This design comes from an exercise in tuning for a short achievable clock period and few clock cycles per item on the open sky130 flow, not from production work.
Function was checked by simulation only, so behaviour that the tests miss may differ from the original.

## flow/config.mk

```make
export PLATFORM = sky130hd
export DESIGN_NAME = seq_alu
export DESIGN_NICKNAME = seq_alu
export VERILOG_FILES = /design/flow/design.v
export SDC_FILE = /design/flow/constraint.sdc
export NUM_CORES = 4
export LEC_CHECK = 0
export ABC_CLOCK_PERIOD_IN_PS = 2500
export CAP_MARGIN = 20
export CORE_MARGIN = 2
export CORE_UTILIZATION = 50
export PLACE_DENSITY = 0.62
export SETUP_SLACK_MARGIN = 5
export SLEW_MARGIN = 20
```

## flow/constraint.sdc

```tcl
create_clock -name core_clock -period 8.0 [get_ports {clock_i}]
set_input_delay 1.6000 -clock core_clock [delete_from_list [all_inputs] [get_ports {clock_i}]]
set_output_delay 1.6000 -clock core_clock [all_outputs]
set_load 0.01 [all_outputs]
```

## flow/design.v

```verilog
module seq_alu #(
    parameter int WIDTH   = 32,
    parameter int SHAMT_W = $clog2(WIDTH)
) (
    input  logic               clock_i,
    input  logic               reset_n_i,
    input  logic               start_i,
    input  logic [4:0]         opcode_i,
    input  logic [WIDTH-1:0]   a_i,
    input  logic [WIDTH-1:0]   b_i,
    output logic               ready_o,
    output logic               valid_o,
    output logic [2*WIDTH-1:0] result_o,
    output logic               zero_o,
    output logic               negative_o,
    output logic               div_by_zero_o,
    output logic               illegal_op_o
);
    localparam int W    = WIDTH;
    localparam int W2   = 2 * WIDTH;
    localparam int PW   = W + 3;         
    localparam int BW   = 8;             
    localparam int NB   = W / BW;        
    localparam int ND   = W / 2;         
    localparam int S0   = 4;             
    localparam int SE   = S0 + W;        
    localparam int LAST = SE + 5;        
    localparam logic [4:0] OP_ADD  = 5'b00011, OP_SUB  = 5'b00100, OP_SHR  = 5'b00101,
                           OP_SHRA = 5'b00110, OP_SHL  = 5'b00111, OP_ROR  = 5'b01000,
                           OP_ROL  = 5'b01001, OP_AND  = 5'b01010, OP_OR   = 5'b01011,
                           OP_ADDI = 5'b01100, OP_ANDI = 5'b01101, OP_ORI  = 5'b01110,
                           OP_MUL  = 5'b01111, OP_DIV  = 5'b10000, OP_NEG  = 5'b10001,
                           OP_NOT  = 5'b10010;
    localparam int BA = 2 * W + 2 * NB;
    function automatic logic [BA-1:0] blk_add(input logic [W-1:0] x, input logic [W-1:0] y);
        logic [W-1:0]  s0, s1;
        logic [NB-1:0] c0, c1;
        logic [BW:0]   t0, t1;
        for (int j = 0; j < NB; j++) begin
            t0 = {1'b0, x[j*BW +: BW]} + {1'b0, y[j*BW +: BW]};
            t1 = {1'b0, x[j*BW +: BW]} + {1'b0, y[j*BW +: BW]} + BW'(1);
            s0[j*BW +: BW] = t0[BW-1:0];
            s1[j*BW +: BW] = t1[BW-1:0];
            c0[j] = t0[BW];
            c1[j] = t1[BW];
        end
        blk_add = {c1, c0, s1, s0};
    endfunction
    function automatic logic [W:0] blk_pick(input logic [BA-1:0] b, input logic cin);
        logic [W-1:0]  s0, s1, s;
        logic [NB-1:0] c0, c1;
        logic          c;
        {c1, c0, s1, s0} = b;
        c = cin;
        for (int j = 0; j < NB; j++) begin
            s[j*BW +: BW] = c ? s1[j*BW +: BW] : s0[j*BW +: BW];
            c = c ? c1[j] : c0[j];
        end
        blk_pick = {c, s};
    endfunction
    logic             ready_q;
    logic [LAST+1:0]  v_q;               
    always_ff @(posedge clock_i or negedge reset_n_i) begin
        if (!reset_n_i) begin
            ready_q <= 1'b0;
            v_q     <= '0;
        end else begin
            ready_q <= 1'b1;
            v_q     <= {v_q[LAST:0], start_i & ready_q};
        end
    end
    logic [W-1:0]  a0_q, b0_q, aa0_q, bb0_q, ia0_q, ib0_q, am0_q;
    logic          sh0_q, sra0_q, shl0_q, ror0_q, rol0_q, and0_q, or0_q, not0_q, ad0_q, sub0_q;
    logic          mul0_q, div0_q, ill0_q, bz0_q, sa0_q, sb0_q;
    logic [ND-1:0] bone_q, btwo_q, bneg_q;
    always_ff @(posedge clock_i) begin
        a0_q   <= a_i;
        b0_q   <= b_i;
        am0_q  <= a_i;
        aa0_q  <= (opcode_i == OP_NEG) ? '0 : a_i;
        bb0_q  <= (opcode_i == OP_SUB || opcode_i == OP_NEG) ? ~b_i : b_i;
        ia0_q  <= a_i ^ {W{a_i[W-1]}};
        ib0_q  <= b_i ^ {W{b_i[W-1]}};
        sa0_q  <= a_i[W-1];
        sb0_q  <= b_i[W-1];
        sh0_q  <= opcode_i == OP_SHR || opcode_i == OP_SHRA;
        sra0_q <= opcode_i == OP_SHRA;
        shl0_q <= opcode_i == OP_SHL;
        ror0_q <= opcode_i == OP_ROR;
        rol0_q <= opcode_i == OP_ROL;
        and0_q <= opcode_i == OP_AND || opcode_i == OP_ANDI;
        or0_q  <= opcode_i == OP_OR || opcode_i == OP_ORI;
        not0_q <= opcode_i == OP_NOT;
        ad0_q  <= opcode_i == OP_ADD || opcode_i == OP_ADDI || opcode_i == OP_SUB ||
                  opcode_i == OP_NEG;
        sub0_q <= opcode_i == OP_SUB || opcode_i == OP_NEG;
        mul0_q <= opcode_i == OP_MUL;
        div0_q <= opcode_i == OP_DIV;
        ill0_q <= !((opcode_i == OP_ADD)  || (opcode_i == OP_SUB)  || (opcode_i == OP_SHR)  ||
                    (opcode_i == OP_SHRA) || (opcode_i == OP_SHL)  || (opcode_i == OP_ROR)  ||
                    (opcode_i == OP_ROL)  || (opcode_i == OP_AND)  || (opcode_i == OP_OR)   ||
                    (opcode_i == OP_ADDI) || (opcode_i == OP_ANDI) || (opcode_i == OP_ORI)  ||
                    (opcode_i == OP_MUL)  || (opcode_i == OP_DIV)  || (opcode_i == OP_NEG)  ||
                    (opcode_i == OP_NOT));
        bz0_q  <= b_i == '0;
        for (int i = 0; i < ND; i++) begin
            logic [2:0] trip;
            trip = {b_i[2*i+1], b_i[2*i], (i == 0) ? 1'b0 : b_i[(i == 0) ? 0 : 2*i-1]};
            bone_q[i] <= trip[1] ^ trip[0];
            btwo_q[i] <= (trip == 3'b011) || (trip == 3'b100);
            bneg_q[i] <= trip[2];
        end
    end
    logic [LAST:1] dv_q, ml_q, dz_q, il_q, sa_q, sq_q;
    logic [W-1:0]  res1_lo_q, res1_hi_q;
    logic [BA-1:0] add1_q, na1_q, nb1_q;
    logic          ad1_q, sub1_q, sna1_q, snb1_q;
    always_ff @(posedge clock_i) begin
        logic [SHAMT_W-1:0] s;
        logic [W2-1:0]      rr, rl;
        logic [W-1:0]       mr, ml, r;
        s  = b0_q[SHAMT_W-1:0];
        rr = {a0_q, a0_q} >> s;
        rl = {a0_q, a0_q} << s;
        mr = {W{1'b1}} >> s;
        ml = {W{1'b1}} << s;
        r  = '0;
        if (sh0_q)  r = r | (rr[W-1:0] & mr) | ({W{sra0_q & a0_q[W-1]}} & ~mr);
        if (shl0_q) r = r | (rl[W2-1:W] & ml);
        if (ror0_q) r = r | rr[W-1:0];
        if (rol0_q) r = r | rl[W2-1:W];
        if (and0_q) r = r | (a0_q & b0_q);
        if (or0_q)  r = r | (a0_q | b0_q);
        if (not0_q) r = r | ~b0_q;
        if (div0_q) r = r | {W{1'b1}};   
        res1_lo_q <= r;
        res1_hi_q <= (div0_q && bz0_q) ? a0_q : '0;
        add1_q    <= blk_add(aa0_q, bb0_q);
        ad1_q     <= ad0_q;
        sub1_q    <= sub0_q;
        na1_q     <= blk_add(ia0_q, '0);
        nb1_q     <= blk_add(ib0_q, '0);
        sna1_q    <= sa0_q;
        snb1_q    <= sb0_q;
        dv_q[1]   <= div0_q && !bz0_q;
        ml_q[1]   <= mul0_q;
        dz_q[1]   <= div0_q && bz0_q;
        il_q[1]   <= ill0_q;
        sa_q[1]   <= sa0_q;
        sq_q[1]   <= sa0_q ^ sb0_q;
    end
    logic [W-1:0] res2_lo_q, res2_hi_q, na2_q, nb2_q;
    always_ff @(posedge clock_i) begin
        logic [W:0] t;
        t = blk_pick(add1_q, sub1_q);
        res2_lo_q <= ad1_q ? t[W-1:0] : res1_lo_q;
        res2_hi_q <= res1_hi_q;
        t = blk_pick(na1_q, sna1_q);
        na2_q <= t[W-1:0];
        t = blk_pick(nb1_q, snb1_q);
        nb2_q <= t[W-1:0];
    end
    logic [W-1:0]       res3_lo_q, res3_hi_q, na3_q, nb3_q;
    logic [SHAMT_W-1:0] lz3_q;
    always_ff @(posedge clock_i) begin
        logic [SHAMT_W-1:0] z;
        z = '0;
        for (int i = 0; i < W; i++) if (nb2_q[i]) z = SHAMT_W'(W - 1 - i);
        lz3_q     <= z;
        res3_lo_q <= res2_lo_q;
        res3_hi_q <= res2_hi_q;
        na3_q     <= na2_q;
        nb3_q     <= nb2_q;
    end
    function automatic logic [2*W2-1:0] csa(input logic [W2-1:0] x, input logic [W2-1:0] y,
                                            input logic [W2-1:0] z);
        csa = {((x & y) | (x & z) | (y & z)) << 1, x ^ y ^ z};
    endfunction
    logic [ND:0][W2-1:0] l0_d;
    logic [11:0][W2-1:0] m1_q;
    logic [5:0][W2-1:0]  m2_q;
    logic [2:0][W2-1:0]  m3_q;
    logic [1:0][W2-1:0]  m4_q;
    logic [BA-1:0]       m5l_q, m5h_q;
    always_comb begin
        logic [W2-1:0] ax, sel;
        ax = {{W{am0_q[W-1]}}, am0_q};
        l0_d[ND] = '0;
        for (int i = 0; i < ND; i++) begin
            sel  = bone_q[i] ? ax : (btwo_q[i] ? {ax[W2-2:0], 1'b0} : '0);
            l0_d[i] = (sel ^ {W2{bneg_q[i]}}) << (2 * i);
            l0_d[ND][2*i] = bneg_q[i];
        end
    end
    logic [7:0][W2-1:0] l2_d;
    logic [3:0][W2-1:0] l4_d;
    always_comb begin
        for (int g = 0; g < 4; g++) {l2_d[2*g+1], l2_d[2*g]} = csa(m1_q[3*g], m1_q[3*g+1], m1_q[3*g+2]);
        for (int g = 0; g < 2; g++) {l4_d[2*g+1], l4_d[2*g]} = csa(m2_q[3*g], m2_q[3*g+1], m2_q[3*g+2]);
    end
    always_ff @(posedge clock_i) begin
        for (int g = 0; g < 5; g++) {m1_q[2*g+1], m1_q[2*g]} <= csa(l0_d[3*g], l0_d[3*g+1], l0_d[3*g+2]);
        m1_q[10] <= l0_d[15];
        m1_q[11] <= l0_d[16];
        for (int g = 0; g < 2; g++) {m2_q[2*g+1], m2_q[2*g]} <= csa(l2_d[3*g], l2_d[3*g+1], l2_d[3*g+2]);
        m2_q[4] <= l2_d[6];
        m2_q[5] <= l2_d[7];
        {m3_q[1], m3_q[0]} <= csa(l4_d[0], l4_d[1], l4_d[2]);
        m3_q[2] <= l4_d[3];
        {m4_q[1], m4_q[0]} <= csa(m3_q[0], m3_q[1], m3_q[2]);
        m5l_q <= blk_add(m4_q[0][W-1:0], m4_q[1][W-1:0]);
        m5h_q <= blk_add(m4_q[0][W2-1:W], m4_q[1][W2-1:W]);
    end
    logic [W2-1:0] prod_d;
    always_comb begin
        logic [W:0] lo, h0, h1;
        lo = blk_pick(m5l_q, 1'b0);
        h0 = blk_pick(m5h_q, 1'b0);
        h1 = blk_pick(m5h_q, 1'b1);
        prod_d = {lo[W] ? h1[W-1:0] : h0[W-1:0], lo[W-1:0]};
    end
    logic [SE:S0][PW-1:0]     ps_q, pc_q;
    logic [SE:S0][W-1:0]      lo_q, qn_q, dd_q;
    logic [SE:S0][SHAMT_W-1:0] lz_q;
    always_ff @(posedge clock_i) begin
        logic [W2-1:0] x;
        x = {{W{1'b0}}, na3_q} << lz3_q;
        dd_q[S0] <= nb3_q << lz3_q;
        lz_q[S0] <= lz3_q;
        ps_q[S0] <= {3'b000, x[W2-1:W]};
        pc_q[S0] <= '0;
        lo_q[S0] <= dv_q[3] ? x[W-1:0] : res3_lo_q;
        qn_q[S0] <= dv_q[3] ? '0 : res3_hi_q;
    end
    always_ff @(posedge clock_i) begin
        logic [PW-1:0] us, uc, ad;
        logic [3:0]    est;
        logic          qp, qm;
        for (int k = S0; k < SE; k++) begin
            us  = {ps_q[k][PW-2:0], lo_q[k][W-1]};
            uc  = {pc_q[k][PW-2:0], 1'b0};
            est = us[PW-1:PW-4] + uc[PW-1:PW-4];
            qp  = !est[3];                        
            qm  = est[3] && (est != 4'b1111);     
            ad  = qp ? ~{3'b000, dd_q[k]} : (qm ? {3'b000, dd_q[k]} : '0);
            {pc_q[k+1], ps_q[k+1]} <= {((us & uc) | (us & ad) | (uc & ad)) << 1 | PW'(qp),
                                       us ^ uc ^ ad};
            if (dv_q[k]) begin
                lo_q[k+1] <= {lo_q[k][W-2:0], qp};
                qn_q[k+1] <= {qn_q[k][W-2:0], qm};
            end else if (k + 1 == 6 && ml_q[k]) begin
                {qn_q[k+1], lo_q[k+1]} <= prod_d;
            end else begin
                lo_q[k+1] <= lo_q[k];
                qn_q[k+1] <= qn_q[k];
            end
            dd_q[k+1] <= dd_q[k];
            lz_q[k+1] <= lz_q[k];
        end
    end
    always_ff @(posedge clock_i) begin
        for (int k = 2; k <= LAST; k++) begin
            dv_q[k] <= dv_q[k-1];
            ml_q[k] <= ml_q[k-1];
            dz_q[k] <= dz_q[k-1];
            il_q[k] <= il_q[k-1];
            sa_q[k] <= sa_q[k-1];
            sq_q[k] <= sq_q[k-1];
        end
    end
    logic [BA-1:0] p1_q, pd1_q, q1_q, nq3_q, nr4_q;
    logic [2:0]    pt1_q;                 
    logic [2:0]    ps1_q, pc1_q;
    logic [W-1:0]  lo1e_q, hi1e_q, lo2e_q, hi2e_q, hi3e_q, lo4e_q, hi5e_q;
    logic [SHAMT_W-1:0] lz1e_q, lz2e_q;
    logic          sq3_q, sa4_q;
    always_ff @(posedge clock_i) begin
        logic [PW-1:0] s, c;
        logic [W:0]    p, pd, q, qm1, t;
        logic          neg;
        {c, s} = {((ps_q[SE] & pc_q[SE]) | (ps_q[SE] & {3'b000, dd_q[SE]}) |
                   (pc_q[SE] & {3'b000, dd_q[SE]})) << 1,
                  ps_q[SE] ^ pc_q[SE] ^ {3'b000, dd_q[SE]}};
        p1_q   <= blk_add(ps_q[SE][W-1:0], pc_q[SE][W-1:0]);
        ps1_q  <= ps_q[SE][PW-1:W];
        pc1_q  <= pc_q[SE][PW-1:W];
        pd1_q  <= blk_add(s[W-1:0], c[W-1:0]);
        q1_q   <= blk_add(lo_q[SE], ~qn_q[SE]);
        lo1e_q <= lo_q[SE];
        hi1e_q <= qn_q[SE];
        lz1e_q <= lz_q[SE];
        p   = blk_pick(p1_q, 1'b0);
        pd  = blk_pick(pd1_q, 1'b0);
        q   = blk_pick(q1_q, 1'b1);
        qm1 = blk_pick(q1_q, 1'b0);
        t   = {1'b0, ps1_q} + {1'b0, pc1_q} + W'(p[W]);
        neg = t[2];
        if (dv_q[SE+1]) begin
            hi2e_q <= neg ? pd[W-1:0] : p[W-1:0];
            lo2e_q <= neg ? qm1[W-1:0] : q[W-1:0];
        end else begin
            hi2e_q <= hi1e_q;
            lo2e_q <= lo1e_q;
        end
        lz2e_q <= lz1e_q;
        hi3e_q <= dv_q[SE+2] ? (hi2e_q >> lz2e_q) : hi2e_q;
        nq3_q  <= blk_add(lo2e_q ^ {W{dv_q[SE+2] & sq_q[SE+2]}}, '0);
        sq3_q  <= dv_q[SE+2] & sq_q[SE+2];
        t      = blk_pick(nq3_q, sq3_q);
        lo4e_q <= t[W-1:0];
        nr4_q  <= blk_add(hi3e_q ^ {W{dv_q[SE+3] & sa_q[SE+3]}}, '0);
        sa4_q  <= dv_q[SE+3] & sa_q[SE+3];
        t      = blk_pick(nr4_q, sa4_q);
        hi5e_q <= t[W-1:0];
    end
    logic [W-1:0] lo5e_q;
    always_ff @(posedge clock_i) lo5e_q <= lo4e_q;
    logic [W2-1:0] res_q;
    logic          zero_q, neg_q, dbz_q, ill_q;
    always_ff @(posedge clock_i) begin
        res_q  <= {hi5e_q, lo5e_q};
        zero_q <= (lo5e_q == '0) && (!ml_q[LAST] || hi5e_q == '0);
        neg_q  <= ml_q[LAST] ? hi5e_q[W-1] : lo5e_q[W-1];
        dbz_q  <= dz_q[LAST];
        ill_q  <= il_q[LAST];
    end
    assign ready_o       = ready_q;
    assign valid_o       = v_q[LAST+1];
    assign result_o      = res_q;
    assign zero_o        = zero_q;
    assign negative_o    = neg_q;
    assign div_by_zero_o = dbz_q;
    assign illegal_op_o  = ill_q;
endmodule
```

## flow/run.sh

```bash
#!/bin/bash
# synth_recipe.tcl (not shown) runs the flow's synth.tcl, then flattens the netlist and writes it again
# the make line also repeats each setting of config.mk as NAME=value (left out here)
make -C /OpenROAD-flow-scripts/flow DESIGN_CONFIG=/design/flow/config.mk WORK_HOME=/design/flow/orfs CLKGATE_MAP_FILE= SYNTH_SCRIPT=/design/flow/synth_recipe.tcl finish
```

==> results.json, run 1 <==
{
  "status": "no timing/DRC/antenna violations",
  "cts-root-buf": "clkbuf_16",
  "ant_nets": 0,
  "worstPathRequired_ns": 6.40,
  "skew_ns": 0.109,
  "h-tree-depth": 6,
  "grt_pass1_vias": 173000,
  "worstHoldPathType": "flop to flop",
  "setup_viol": 0,
  "cts_buffers": 813,
  "syn2layout_area_growth_pct": 13.5,
  "vias": 166000,
  "yosysSeqAreaShare_pct": 56.1,
  "layout-drive-gt1-share_pct": 16.0,
  "row_count": 283,
  "fmax_mhz": 314,
  "ys.flop_type": "dfxtp_1",
  "netlist_area_sq_um": 298000,
  "period_needed_ns": 3.18,
  "ys_seq_elements": 8357,
  "grt_use_total_pct": 20.3,
  "cp_max_fo": 2,
  "synth.avg_cell_area_sq_um": 11.4,
  "ys.warnings.count": 1,
  "grt_setup_unrepaired": "yes",
  "detailed_place_hpwl_um": 419000,
  "fin_cells": 35000,
  "drc_errors": 0,
  "synth-compound-area-share_pct": 4.95,
  "final.period_utilization_pct": 39.8,
  "synth-simple-area-share_pct": 4.55,
  "synth_xor_area_share_pct": 3.37,
  "antenna_found_initial": 20,
  "fp.dieW_um": 776,
  "cp_slowest_cell": "dfrtp_1",
  "postLayoutSetupSlackWorst_ns": 4.82,
  "maxCapViolCount": 0,
  "synthMuxAreaShare_pct": 10.5,
  "synthDistinctLibCells": 74,
  "crit_path_end_kind": "primary output",
  "timing.setup.tns_ns": 0,
  "cts_max_path_buffers": 4,
  "post-route-util_pct": 57.0,
  "pre_cts_slack_ns": 4.25,
  "cts_sinks": 8357,
  "critPathTopFamily": "flip-flops",
  "gp_congestion": 0.860,
  "yosys.area.top_type_share_pct": 55.8,
  "clk_pin_slew_ns": 0.06,
  "io_pins": 142,
  "dr.first_iter.drc_count": 7315,
  "dpl.cell_count": 33400,
  "cts_tree": "built",
  "fillers": 49100,
  "cp.arrival_ns": 1.58,
  "start_kind": "flop",
  "vias_per_cell": 4.74,
  "netlist_top_cells_area": "dfxtp_1, fa_1, mux2_2",
  "dieArea_sq_um": 603000,
  "path_cells": "buf_2",
  "synth_top_family_by_area": "adder cells",
  "slew_headroom_pct": 20.3,
  "fin_area_sq_um": 339000,
  "placed_cell_area_sq_um": 308000,
  "tightestPinTransition_ns": 1.17,
  "grt_overflow": 0,
  "finalHoldViolations": 0,
  "slew_viol_final": 0,
  "syn_inst": 26200,
  "start_util_pct": 50.2,
  "yosys.area_share.adder_pct": 12.9,
  "insertion_delay_ns": 1.16,
  "grt_max_degree": 95,
  "synthesis.nets": 28400,
  "dieHeight_um": 776,
  "yosys.area.top_type": "dfxtp_1",
  "detail_route.wl_per_cell_um": 17.8,
  "critPathKind": "flop to primary output",
  "grt_pass1_wl_um": 969000,
  "slowest_delay_ns": 0.37,
  "core_area_sq_um": 594000,
  "final_nets": 28700,
  "firstDrtPassIters": 6,
  "synth_edf_count": 0,
  "path_buf_inv": 1,
  "io_buffers": 141,
  "synthArstFlopShare_pct": 0.527,
  "totalWireLength_um": 625000
}
[metal layers]
| layer | up-vias | GRT usage, % | share of wire (%) |
|---|---|---|---|
| met2 | 3381 | 37.0 | 51 |
| met1 | 79500 | 23.9 | 40 |
| met4 | 2 | 8.36 | 4.4 |
| met3 | 1374 | 2.89 | 4.3 |
| met5 | - | 0 | 0.0021 |
| li1 | 81800 | - | - |
[path summary, 6_finish.rpt]
check / start / end / slack (ns) / cells past startpoint
worst max-delay path: ready_q / ready_o / 4.82 / 1
worst max register to register: a0_q[31] / m1_q[63] / 5.01 / 4
worst min-delay path: sq_q[1] / sq_q[2] / 0.29 / 0
max in group asynchronous: reset_n_i / v_q[21] / 6.77 / 1
min in group asynchronous: reset_n_i / v_q[40] / 0.66 / 1
worst min register to register: sq_q[1] / sq_q[2] / 0.29 / 0
[per-stage QoR]
step / hold WS (ns)
CTS: 0.290
global placement: 0.310
detailed placement: 0.312
global route: 0.295
floorplan: 0.310
finish: 0.292
[registers in the layout (all words and copies together) (netlist names), 63 cells and up]
signal / flops
pc_q: 1087
lz_q: 165
nq3_q: 67
lo_q: 1056
m5l_q: 63
p1_q: 63
m3_q: 164
m4_q: 123
qn_q: 1056
m2_q: 273
q1_q: 70
m1_q: 409
nb1_q: 66
ps_q: 1118
dd_q: 1056
na1_q: 66
add1_q: 70
nr4_q: 67
res_q: 64
m5h_q: 70
[cell usage in the layout, fill, tap and decap left out, types with 510 or more instances in the layout]
| master | Yosys | routed |
|---|---|---|
| dfxtp_1 | 8313 | 8207 |
| xor2_1 | 695 | 693 |
| o21ai_0 | 775 | 772 |
| mux2_2 | 2240 | 2240 |
| inv_1 | 4960 | 4955 |
| a21oi_1 | 1323 | 1307 |
| ha_1 | 510 | 510 |
| fa_1 | 1605 | 1604 |
| clkbuf_16 | 0 | 843 |
| nand2_1 | 1359 | 1358 |
| nor2_1 | 1364 | 1362 |
[Yosys cell counts (34+ instances only)]
cell type,instances
dfxtp_1,8313
inv_1,4960
mux2_2,2240
fa_1,1605
nor2_1,1364
nand2_1,1359
a21oi_1,1323
clkbuf_1,842
o21ai_0,775
xor2_1,695
ha_1,510
xnor2_1,454
mux2i_1,305
buf_1,133
mux4_2,133
a21o_1,128
nand3_1,95
a211oi_1,90
and3_1,74
and2_1,70
nor2b_1,69
nor3_1,66
o22ai_1,64
a31oi_1,44
dfrtp_1,44
nor4_1,37
o211ai_1,34
[area by class of cell]
type / count / area, sq um / share of cell area (%)
clock inverter: 272 / 4060 / 1.20
tap: 7837 / 9810 / 2.90
antenna: 21 / 52.6 / 0.0155
clock buffer: 1218 / 24000 / 7.08
inverter: 4965 / 18700 / 5.51
sequential: 8357 / 168000 / 49.5
multi-input combinational: 11900 / 109000 / 32.2
timing repair buffer: 478 / 5200 / 1.54
[kinds of logic (layout without fill, tap and decap cells)]
group           after synthesis  in the layout
compound gates             2669           2669
xor+xnor                   1149           1149
fa+ha+maj                  2115           2115
buf+inv                    5980           6933
flops                      8357           8357
mux                        2684           2684
other cells                   1             22
simple gates               3274           3274
[what timing repair did]
action / CTS / global route
hold buffers: 0 / 0
endpoints found under the setup margin: 1862 / 768
pin swaps: 6 / 12
endpoints found under the hold margin: 0 / 0
gates cloned: 12 / 30
gates resized for setup: 461 / 96
setup buffers: 23 / 59
Testbench counts, summed over its fixed seeds: cycles 5,144, ops 4,800.
==> run 2: changes to the inputs <==
--- a/flow/design.v
+++ b/flow/design.v
@@ -226,13 +226,13 @@
         logic [W2-1:0] x;
         x = {{W{1'b0}}, na3_q} << lz3_q;
-        dd_q[S0] <= nb3_q << lz3_q;
+        dd_q[S0] <= dv_q[3] ? nb3_q << lz3_q : res3_hi_q;
         lz_q[S0] <= lz3_q;
         ps_q[S0] <= {3'b000, x[W2-1:W]};
         pc_q[S0] <= '0;
         lo_q[S0] <= dv_q[3] ? x[W-1:0] : res3_lo_q;
-        qn_q[S0] <= dv_q[3] ? '0 : res3_hi_q;
+        qn_q[S0] <= '0;
     end
     always_ff @(posedge clock_i) begin
-        logic [PW-1:0] us, uc, ad;
+        logic [PW-1:0] us, uc, dx, x, m, o, sp, sm, cp, cm;
         logic [3:0]    est;
         logic          qp, qm;
@@ -240,20 +240,21 @@
             us  = {ps_q[k][PW-2:0], lo_q[k][W-1]};
             uc  = {pc_q[k][PW-2:0], 1'b0};
+            dx  = {3'b000, dd_q[k]};
             est = us[PW-1:PW-4] + uc[PW-1:PW-4];
             qp  = !est[3];                        
             qm  = est[3] && (est != 4'b1111);     
-            ad  = qp ? ~{3'b000, dd_q[k]} : (qm ? {3'b000, dd_q[k]} : '0);
-            {pc_q[k+1], ps_q[k+1]} <= {((us & uc) | (us & ad) | (uc & ad)) << 1 | PW'(qp),
-                                       us ^ uc ^ ad};
-            if (dv_q[k]) begin
-                lo_q[k+1] <= {lo_q[k][W-2:0], qp};
-                qn_q[k+1] <= {qn_q[k][W-2:0], qm};
-            end else if (k + 1 == 6 && ml_q[k]) begin
-                {qn_q[k+1], lo_q[k+1]} <= prod_d;
-            end else begin
-                lo_q[k+1] <= lo_q[k];
-                qn_q[k+1] <= qn_q[k];
-            end
-            dd_q[k+1] <= dd_q[k];
+            x   = us ^ uc;
+            m   = us & uc;
+            o   = us | uc;
+            sp  = ~(x ^ dx);
+            sm  = x ^ dx;
+            cp  = (dx & m) | (~dx & o);
+            cm  = (dx & o) | (~dx & m);
+            ps_q[k+1] <= qp ? sp : (qm ? sm : x);
+            pc_q[k+1] <= {(qp ? cp[PW-2:0] : (qm ? cm[PW-2:0] : m[PW-2:0])), qp};
+            lo_q[k+1] <= (dv_q[k] && !(k + 1 == 6 && ml_q[k])) ? {lo_q[k][W-2:0], qp} :
+                         ((k + 1 == 6 && ml_q[k]) ? prod_d[W-1:0] : lo_q[k]);
+            qn_q[k+1] <= {qn_q[k][W-2:0], qm};
+            dd_q[k+1] <= (k + 1 == 6 && ml_q[k]) ? prod_d[W2-1:W] : dd_q[k];
             lz_q[k+1] <= lz_q[k];
         end
@@ -288,5 +289,5 @@
         q1_q   <= blk_add(lo_q[SE], ~qn_q[SE]);
         lo1e_q <= lo_q[SE];
-        hi1e_q <= qn_q[SE];
+        hi1e_q <= dd_q[SE];
         lz1e_q <= lz_q[SE];
         p   = blk_pick(p1_q, 1'b0);
--- a/flow/config.mk
+++ b/flow/config.mk
@@ -9,6 +9,8 @@
 export CAP_MARGIN = 20
 export CORE_MARGIN = 2
-export CORE_UTILIZATION = 50
-export PLACE_DENSITY = 0.62
+export CORE_UTILIZATION = 65
+export CTS_CLUSTER_DIAMETER = 100
+export CTS_CLUSTER_SIZE = 30
+export PLACE_DENSITY = 0.72
 export SETUP_SLACK_MARGIN = 5
 export SLEW_MARGIN = 20
==> results.json, run 2 <==
{
  "detail_route.wl_per_cell_um": 19.6,
  "finalHoldViolations": 0,
  "timing.setup.tns_ns": 0,
  "cp_max_fo": 2,
  "postCtsHoldBufs": 0,
  "ys.flop_type": "dfxtp_1",
  "yosys.area.top_type_share_pct": 53.1,
  "detailed_place_hpwl_um": 453000,
  "path_buf_inv": 1,
  "insertion_delay_ns": 0.99,
  "fp.dieW_um": 674,
  "antenna_found_initial": 14,
  "skew_ns": 0.0417,
  "netlist_area_sq_um": 292000,
  "crit_path_end_kind": "primary output",
  "path_cells": "buf_2",
  "cts_tree": "built",
  "yosysSeqAreaShare_pct": 53.5,
  "slowest_delay_ns": 0.38,
  "synth.most_common_cell": "dfxtp_1",
  "clk_pin_slew_ns": 0.11,
  "synth_edf_count": 0,
  "slew_headroom_pct": 15.1,
  "grt_use_total_pct": 27.6,
  "firstDrtPassIters": 6,
  "grt_pass1_vias": 170000,
  "row_count": 246,
  "postLayoutSetupSlackWorst_ns": 4.93,
  "synthArstFlopShare_pct": 0.564,
  "syn_inst": 26700,
  "pre_cts_slack_ns": 4.02,
  "cts_sinks": 7797,
  "synthDistinctLibCells": 84,
  "synth_xor_area_share_pct": 6.42,
  "h-tree-depth": 5,
  "ys.warnings.count": 1,
  "cp_slowest_cell": "dfrtp_1",
  "netlist_top_cells_area": "dfxtp_1, ha_1, mux2_2",
  "cp.arrival_ns": 1.47,
  "final.period_utilization_pct": 38.4,
  "cts_buffers": 303,
  "final_cell_mix": "dfxtp_1, inv_1, ha_1, nand2_1, o21ai_0",
  "final_common_cell": "dfxtp_1",
  "worstPathRequired_ns": 6.40,
  "grt_overflow": 0,
  "vias": 170000,
  "synth.avg_cell_area_sq_um": 10.9,
  "layout-drive-gt1-share_pct": 8.39,
  "synthMuxAreaShare_pct": 7.51,
  "ant_nets": 0,
  "io_buffers": 141,
  "synth_top_family_by_area": "adder cells",
  "syn2layout_area_growth_pct": 5.46,
  "dr.first_iter.drc_count": 9697,
  "ys_seq_elements": 7797,
  "yosys.area_share.adder_pct": 14.8,
  "cts-root-buf": "clkbuf_16",
  "post-route-util_pct": 68.7,
  "yosys.area.top_type": "dfxtp_1",
  "drc_errors": 0,
  "setup_viol": 0,
  "critPathKind": "flop to primary output",
  "period_needed_ns": 3.07,
  "dieHeight_um": 674,
  "totalWireLength_um": 636000,
  "fmax_mhz": 326,
  "maxCapViolCount": 0,
  "start_util_pct": 65.2,
  "cts_max_path_buffers": 4,
  "tightestPinTransition_ns": 1.27,
  "grt_max_degree": 77,
  "grt_pass1_wl_um": 969000,
  "final_nets": 29600,
  "reg_top3": "ps_q x1118, pc_q x1087",
  "synthesis.nets": 29900,
  "start_kind": "flop",
  "dieArea_sq_um": 455000,
  "synth_common_cells": "dfxtp_1, inv_1, ha_1, nand2_1, o21ai_0",
  "gp_congestion": 0.908,
  "synth-simple-area-share_pct": 5.94,
  "slew_viol_final": 0,
  "io_pins": 142,
  "fillers": 33700,
  "status": "no timing/DRC/antenna violations",
  "top_register": "ps_q",
  "worstHoldPathType": "flop to flop",
  "synth-compound-area-share_pct": 6.52,
  "core_area_sq_um": 448000,
  "critPathTopFamily": "flip-flops",
  "largest_register_ffs": 1118,
  "grt_setup_unrepaired": "yes",
  "vias_per_cell": 5.24
}
==> run 2: cell families (layout without fill, tap and decap cells) <==
kind of cell             count (synthesis)  in the layout
buffers and inverters                 4122           3854
XOR/XNOR                              2140           2140
other                                    1             21
flip-flops                            7797           7797
multiplexers                          1858           1858
AND/OR/NAND/NOR                       4236           4251
AO/OA/AOI/OAI                         3504           3504
adder cells (fa/ha/maj)               3076           3076
==> run 2: final timing paths <==
kind	startpoint	end	slack, ns	depth (start not counted)
setup reg to reg	a0_q[28]	res1_lo_q[20]	5.04	8
max in group asynchronous	reset_n_i	v_q[24]	6.67	1
min in group asynchronous	reset_n_i	ready_q	0.76	1
hold reg to reg	qn_q[898]	qn_q[931]	0.31	0
setup / recovery	ready_q	ready_o	4.93	1
hold / removal	qn_q[898]	qn_q[931]	0.31	0
==> run 2: layout make-up <==
type | count | area [sq um] | share of cell area, %
Tap cell | 5952 | 7450 | 2.42
Timing Repair Buffer | 351 | 3030 | 0.984
Inverter | 3142 | 11800 | 3.84
Antenna cell | 20 | 50.0 | 0.0162
Multi-Input combinational cell | 14800 | 121000 | 39.2
Sequential cell | 7797 | 156000 | 50.8
Clock inverter | 30 | 424 | 0.138
Clock buffer | 331 | 7950 | 2.58
==> run 2: timing repair <==
item	in CTS	in global routing
pin swaps	12	8
endpoints found under the setup margin	1399	727
gates resized for setup	376	84
cloned	12	3
buffers inserted	5	10
==> run 2: through the flow <==
step	cell area, sq um	hold slack (ns)	std cells
global placement	299000	0.309	32000
finish	308000	0.312	32500
detailed placement	299000	0.312	32000
global route	308000	0.318	32400
CTS	308000	0.305	32400
floorplan	292000	0.310	26700
==> run 2: per-layer routing <==
layer,vias up,GRT usage (%),share of wire (%)
met2,3820,51.8,52
met4,6,15.3,6.5
li1,84400,-,-
met3,1401,3.72,4.7
met5,-,0.0319,0.0074
met1,80600,29.9,37
Testbench counts of run 2, summed over its fixed seeds: cycles 5,144, ops 4,800.
==> run 3: changes to the inputs <==
--- a/flow/design.v
+++ b/flow/design.v
@@ -19,10 +19,13 @@
     localparam int W    = WIDTH;
     localparam int W2   = 2 * WIDTH;
-    localparam int PW   = W + 3;         
+    localparam int PW   = W + 1;         
+    localparam int UW   = W + 3;         
+    localparam int TB   = PW - 7;        
+    localparam int XW   = W + 2;         
     localparam int BW   = 8;             
     localparam int NB   = W / BW;        
     localparam int ND   = W / 2;         
     localparam int S0   = 4;             
-    localparam int SE   = S0 + W;        
+    localparam int SE   = S0 + W / 2 + 1;  
     localparam int LAST = SE + 5;        
     localparam logic [4:0] OP_ADD  = 5'b00011, OP_SUB  = 5'b00100, OP_SHR  = 5'b00101,
@@ -220,6 +223,7 @@
         prod_d = {lo[W] ? h1[W-1:0] : h0[W-1:0], lo[W-1:0]};
     end
-    logic [SE:S0][PW-1:0]     ps_q, pc_q;
-    logic [SE:S0][W-1:0]      lo_q, qn_q, dd_q;
+    logic [SE:S0][PW-1:0]      ps_q, pc_q;
+    logic [SE:S0][XW-1:0]      lo_q, qn_q;
+    logic [SE:S0][W-1:0]       dd_q;
     logic [SE:S0][SHAMT_W-1:0] lz_q;
     always_ff @(posedge clock_i) begin
@@ -228,32 +232,56 @@
         dd_q[S0] <= dv_q[3] ? nb3_q << lz3_q : res3_hi_q;
         lz_q[S0] <= lz3_q;
-        ps_q[S0] <= {3'b000, x[W2-1:W]};
+        ps_q[S0] <= PW'(x[W2-1:XW]);
         pc_q[S0] <= '0;
-        lo_q[S0] <= dv_q[3] ? x[W-1:0] : res3_lo_q;
+        lo_q[S0] <= dv_q[3] ? x[XW-1:0] : XW'(res3_lo_q);
         qn_q[S0] <= '0;
     end
+    function automatic logic [4:0] srt_sel(input logic [6:0] e, input logic [2:0] di);
+        logic signed [7:0] m2, m1, m0, mm, es;
+        case (di)
+            3'd0: begin m2 = 12; m1 = 3; m0 = -5; mm = -13; end
+            3'd1: begin m2 = 14; m1 = 4; m0 = -6; mm = -15; end
+            3'd2: begin m2 = 15; m1 = 4; m0 = -6; mm = -16; end
+            3'd3: begin m2 = 16; m1 = 4; m0 = -7; mm = -18; end
+            3'd4: begin m2 = 18; m1 = 5; m0 = -8; mm = -20; end
+            3'd5: begin m2 = 19; m1 = 5; m0 = -8; mm = -21; end
+            3'd6: begin m2 = 20; m1 = 5; m0 = -9; mm = -23; end
+            3'd7: begin m2 = 22; m1 = 6; m0 = -10; mm = -25; end
+            default: begin m2 = 0; m1 = 0; m0 = 0; mm = 0; end
+        endcase
+        es = {e[6], e};
+        srt_sel = {es >= m2, es >= m1 && es < m2, es >= m0 && es < m1,
+                   es >= mm && es < m0, es < mm};
+    endfunction
+    function automatic logic [2*PW-1:0] srt_cand(input logic [UW-1:0] us, input logic [UW-1:0] uc,
+                                                 input logic [UW-1:0] ad, input logic plus1);
+        logic [UW-1:0] x, mj;
+        logic [6:0]    t;
+        x  = us ^ uc ^ ad;
+        mj = (us & uc) | (us & ad) | (uc & ad);
+        t  = x[PW-1:TB] + mj[PW-2:TB-1];
+        srt_cand = {t, x[TB-1:0], 7'b0000000, mj[TB-2:0], plus1};
+    endfunction
     always_ff @(posedge clock_i) begin
-        logic [PW-1:0] us, uc, dx, x, m, o, sp, sm, cp, cm;
-        logic [3:0]    est;
-        logic          qp, qm;
+        logic [UW-1:0]   us, uc, d1, d2;
+        logic [2*PW-1:0] c0, c1, c2, c3, c4, cn;
+        logic [4:0]      q;
         for (int k = S0; k < SE; k++) begin
-            us  = {ps_q[k][PW-2:0], lo_q[k][W-1]};
-            uc  = {pc_q[k][PW-2:0], 1'b0};
-            dx  = {3'b000, dd_q[k]};
-            est = us[PW-1:PW-4] + uc[PW-1:PW-4];
-            qp  = !est[3];                        
-            qm  = est[3] && (est != 4'b1111);     
-            x   = us ^ uc;
-            m   = us & uc;
-            o   = us | uc;
-            sp  = ~(x ^ dx);
-            sm  = x ^ dx;
-            cp  = (dx & m) | (~dx & o);
-            cm  = (dx & o) | (~dx & m);
-            ps_q[k+1] <= qp ? sp : (qm ? sm : x);
-            pc_q[k+1] <= {(qp ? cp[PW-2:0] : (qm ? cm[PW-2:0] : m[PW-2:0])), qp};
-            lo_q[k+1] <= (dv_q[k] && !(k + 1 == 6 && ml_q[k])) ? {lo_q[k][W-2:0], qp} :
-                         ((k + 1 == 6 && ml_q[k]) ? prod_d[W-1:0] : lo_q[k]);
-            qn_q[k+1] <= {qn_q[k][W-2:0], qm};
+            us = {ps_q[k], lo_q[k][XW-1:XW-2]};
+            uc = {pc_q[k], 2'b00};
+            d1 = UW'(dd_q[k]);
+            d2 = UW'({dd_q[k], 1'b0});
+            q  = srt_sel(ps_q[k][PW-1:TB], dd_q[k][W-2:W-4]);
+            c0 = srt_cand(us, uc, ~d2, 1'b1);
+            c1 = srt_cand(us, uc, ~d1, 1'b1);
+            c2 = srt_cand(us, uc, '0,  1'b0);
+            c3 = srt_cand(us, uc, d1,  1'b0);
+            c4 = srt_cand(us, uc, d2,  1'b0);
+            cn = ({2*PW{q[4]}} & c0) | ({2*PW{q[3]}} & c1) | ({2*PW{q[2]}} & c2) |
+                 ({2*PW{q[1]}} & c3) | ({2*PW{q[0]}} & c4);
+            {ps_q[k+1], pc_q[k+1]} <= cn;
+            lo_q[k+1] <= (dv_q[k] && !(k + 1 == 6 && ml_q[k])) ? {lo_q[k][XW-3:0], q[4], q[3]} :
+                         ((k + 1 == 6 && ml_q[k]) ? XW'(prod_d[W-1:0]) : lo_q[k]);
+            qn_q[k+1] <= {qn_q[k][XW-3:0], q[0], q[1]};
             dd_q[k+1] <= (k + 1 == 6 && ml_q[k]) ? prod_d[W2-1:W] : dd_q[k];
             lz_q[k+1] <= lz_q[k];
@@ -271,6 +299,5 @@
     end
     logic [BA-1:0] p1_q, pd1_q, q1_q, nq3_q, nr4_q;
-    logic [2:0]    pt1_q;                 
-    logic [2:0]    ps1_q, pc1_q;
+    logic          ps1_q, pc1_q;          
     logic [W-1:0]  lo1e_q, hi1e_q, lo2e_q, hi2e_q, hi3e_q, lo4e_q, hi5e_q;
     logic [SHAMT_W-1:0] lz1e_q, lz2e_q;
@@ -280,13 +307,13 @@
         logic [W:0]    p, pd, q, qm1, t;
         logic          neg;
-        {c, s} = {((ps_q[SE] & pc_q[SE]) | (ps_q[SE] & {3'b000, dd_q[SE]}) |
-                   (pc_q[SE] & {3'b000, dd_q[SE]})) << 1,
-                  ps_q[SE] ^ pc_q[SE] ^ {3'b000, dd_q[SE]}};
+        {c, s} = {((ps_q[SE] & pc_q[SE]) | (ps_q[SE] & PW'(dd_q[SE])) |
+                   (pc_q[SE] & PW'(dd_q[SE]))) << 1,
+                  ps_q[SE] ^ pc_q[SE] ^ PW'(dd_q[SE])};
         p1_q   <= blk_add(ps_q[SE][W-1:0], pc_q[SE][W-1:0]);
-        ps1_q  <= ps_q[SE][PW-1:W];
-        pc1_q  <= pc_q[SE][PW-1:W];
+        ps1_q  <= ps_q[SE][W];
+        pc1_q  <= pc_q[SE][W];
         pd1_q  <= blk_add(s[W-1:0], c[W-1:0]);
-        q1_q   <= blk_add(lo_q[SE], ~qn_q[SE]);
-        lo1e_q <= lo_q[SE];
+        q1_q   <= blk_add(lo_q[SE][W-1:0], ~qn_q[SE][W-1:0]);
+        lo1e_q <= lo_q[SE][W-1:0];
         hi1e_q <= dd_q[SE];
         lz1e_q <= lz_q[SE];
@@ -295,6 +322,5 @@
         q   = blk_pick(q1_q, 1'b1);
         qm1 = blk_pick(q1_q, 1'b0);
-        t   = {1'b0, ps1_q} + {1'b0, pc1_q} + W'(p[W]);
-        neg = t[2];
+        neg = ps1_q ^ pc1_q ^ p[W];
         if (dv_q[SE+1]) begin
             hi2e_q <= neg ? pd[W-1:0] : p[W-1:0];
==> results.json, run 3 <==
{
  "status": "no timing/DRC/antenna violations",
  "ant_nets": 0,
  "io_pins": 142,
  "seqCellArea_sq_um": 111000,
  "reg_top3": "lo_q x610, ps_q x590, dd_q x576",
  "cts-root-buf": "clkbuf_16",
  "yosys.area.top_type": "dfxtp_1",
  "cts_sinks": 5537,
  "maxCapViolCount": 0,
  "detailed_place_hpwl_um": 488000,
  "largest_register_ffs": 610,
  "h-tree-depth": 4,
  "met1_length_um": 278000,
  "setup_viol": 0,
  "row_count": 240,
  "totalWireLength_um": 666000,
  "dr.first_iter.drc_count": 14500,
  "io_buffers": 141,
  "synthDistinctLibCells": 83,
  "start_util_pct": 65.1,
  "grt_setup_unrepaired": "yes",
  "finalHoldViolations": 0,
  "yosysSeqAreaShare_pct": 40.0,
  "netlist_top_cells_area": "dfxtp_1, fa_1, ha_1",
  "ys.warnings.count": 1,
  "detail_route.wl_per_cell_um": 21.3,
  "multi_input_area_sq_um": 151000,
  "dieHeight_um": 658,
  "final_nets": 29800,
  "placed_cell_area_sq_um": 284000,
  "fp.dieW_um": 658,
  "grt_use_total_pct": 30.3,
  "start_kind": "flop",
  "syn2layout_area_growth_pct": 5.51,
  "antenna_found_initial": 23,
  "pre_cts_slack_ns": 3.69,
  "syn_inst": 25900,
  "period_needed_ns": 3.12,
  "ys.flop_type": "dfxtp_1",
  "tightestPinTransition_ns": 1.13,
  "path_buf_inv": 1,
  "skew_ns": 0.0584,
  "vias_per_cell": 5.75,
  "min_from": "ml_q[12]",
  "grt_pass1_vias": 183000,
  "synthArstFlopShare_pct": 0.524,
  "insertion_delay_ns": 1.05,
  "postLayoutSetupSlackWorst_ns": 4.88,
  "top_layer": "met5",
  "ff2ff_path_depth": 5,
  "synth.avg_cell_area_sq_um": 10.7,
  "synth.most_common_cell": "dfxtp_1",
  "grt_overflow": 0,
  "cts_tree": "built",
  "drc_errors": 0,
  "grt_pass1_wl_um": 1040000,
  "critPathKind": "flop to primary output",
  "worstHoldPathType": "flop to flop",
  "slowest_delay_ns": 0.39,
  "final_cell_mix": "dfxtp_1, inv_1, fa_1, nand2_1, ha_1",
  "yosys.area.top_type_share_pct": 39.7,
  "synth_edf_count": 0,
  "whs_path_depth": 0,
  "fmax_mhz": 321,
  "cts_max_path_buffers": 4,
  "cp_slowest_cell": "dfrtp_1",
  "final_common_cell": "dfxtp_1",
  "fillers": 32400,
  "path_cells": "buf_6",
  "rrSetupSlack_ns": 5.02,
  "vias": 179000,
  "timing.setup.tns_ns": 0,
  "layout-drive-gt1-share_pct": 8.76,
  "slew_viol_final": 0,
  "fin_area_sq_um": 293000,
  "firstDrtPassIters": 9,
  "gp_congestion": 0.929,
  "final.period_utilization_pct": 39.0,
  "slew_headroom_pct": 24.3,
  "met3_length_um": 38100,
  "netlist_area_sq_um": 278000,
  "grt_max_degree": 90,
  "r2r-end": "ps_q[131]",
  "synthesis.nets": 30300,
  "clk_pin_slew_ns": 0.11,
  "cp_max_fo": 1,
  "wl_met2_um": 314000,
  "core_area_sq_um": 426000,
  "cts_buffers": 216,
  "critPathTopFamily": "flip-flops",
  "rr_startpoint": "ps_q[98]",
  "cp.arrival_ns": 1.52,
  "dieArea_sq_um": 432000,
  "synth_common_cells": "dfxtp_1, inv_1, fa_1, nand2_1, ha_1",
  "ys_seq_elements": 5537,
  "whs_endpoint": "ml_q[13]",
  "crit_path_end_kind": "primary output",
  "top_register": "lo_q",
  "worstPathRequired_ns": 6.40
}
[run 3: area by class of cell]
type | count | share of cell area [%]
Inverter | 3297 | 4.24
Antenna cell | 31 | 0.0265
Clock inverter | 43 | 0.215
Sequential cell | 5537 | 38.0
Multi-Input combinational cell | 15900 | 51.6
Timing Repair Buffer | 487 | 1.51
Tap cell | 5687 | 2.43
Clock buffer | 242 | 1.92
[run 3: stage by stage]
stage                     utilization (%)  hold slack (ns)  std cells
after floorplan                         -            0.310      25900
after global placement               66.7            0.310      30800
after detailed placement             66.7            0.312      30800
after CTS                            68.3            0.307      31100
after global routing                 68.7            0.317      31200
final                                68.7            0.310      31200
[run 3: layer usage]
layer	up-vias	global-route usage [%]
met2	5578	50.3
met1	88000	39.7
met4	10	14.2
li1	84100	-
met3	1453	3.81
met5	-	0
[run 3: how the worst max path moves through the flow]
stage	from	cells after the start	to	slack (ns)
floorplan	opcode_i[2]	7	bb0_q[12]	5.01
global placement	p1_q[64]	10	lo2e_q[28]	3.73
detailed placement	p1_q[64]	10	lo2e_q[25]	3.69
CTS	v_q[27]	1	valid_o	4.81
global route	ready_q	1	ready_o	4.80
finish	v_q[27]	1	valid_o	4.88
[run 3: kinds of logic (layout without fill, tap and decap cells)]
logic type      after synthesis  count (layout)  synth area share [%]
buf+inv                    4487            4069                  6.09
fa+ha+maj                  4343            4343                  25.8
xor+xnor                   1528            1528                  4.82
flops                      5537            5537                  40.0
simple gates               3753            3753                  5.68
mux                        1312            1312                  5.66
other cells                   1              32               0.00135
compound gates             4920            4925                  11.9
[run 3: timing repair]
action,in CTS,in global routing
pin swaps,25,95
buffers inserted,34,60
gates cloned,4,9
resized for setup,523,378
hold buffers,0,0
endpoints found under the setup margin,1148,730
Testbench counts of run 3, summed over its fixed seeds: cycles 5,024, ops 4,800.

[what the ideal ports hide]
No port has a modelled driver above. Below, the same layouts with a new extraction and two added sets of constraints. Step 1: set_driving_cell puts a clkbuf_16 on clock_i and a buf_2 on each other input, an assumption about the parent block. Step 2 times the ports against the registers' clock, not the clock port: input delays grow and output delays shrink by t, the midpoint of the rising clock arrivals with the driver on. Slacks: no drivers / after step 1 / after step 2; pairs: no drivers / after step 1.
run	shift t [ns]	setup WS [ns]	latest minus earliest clock arrival (ns)
run 1	1.225	4.819 / 4.695 / 4.211	0.116 / 0.116
run 2	1.108	4.928 / 4.795 / 4.224	0.053 / 0.052
run 3	1.138	4.881 / 4.755 / 4.330	0.084 / 0.084
After both steps setup and hold are still met in every run listed. For run 2, which loses most, drivers alone change the setup slack by -0.133 ns; drivers and shift together by -0.704 ns.
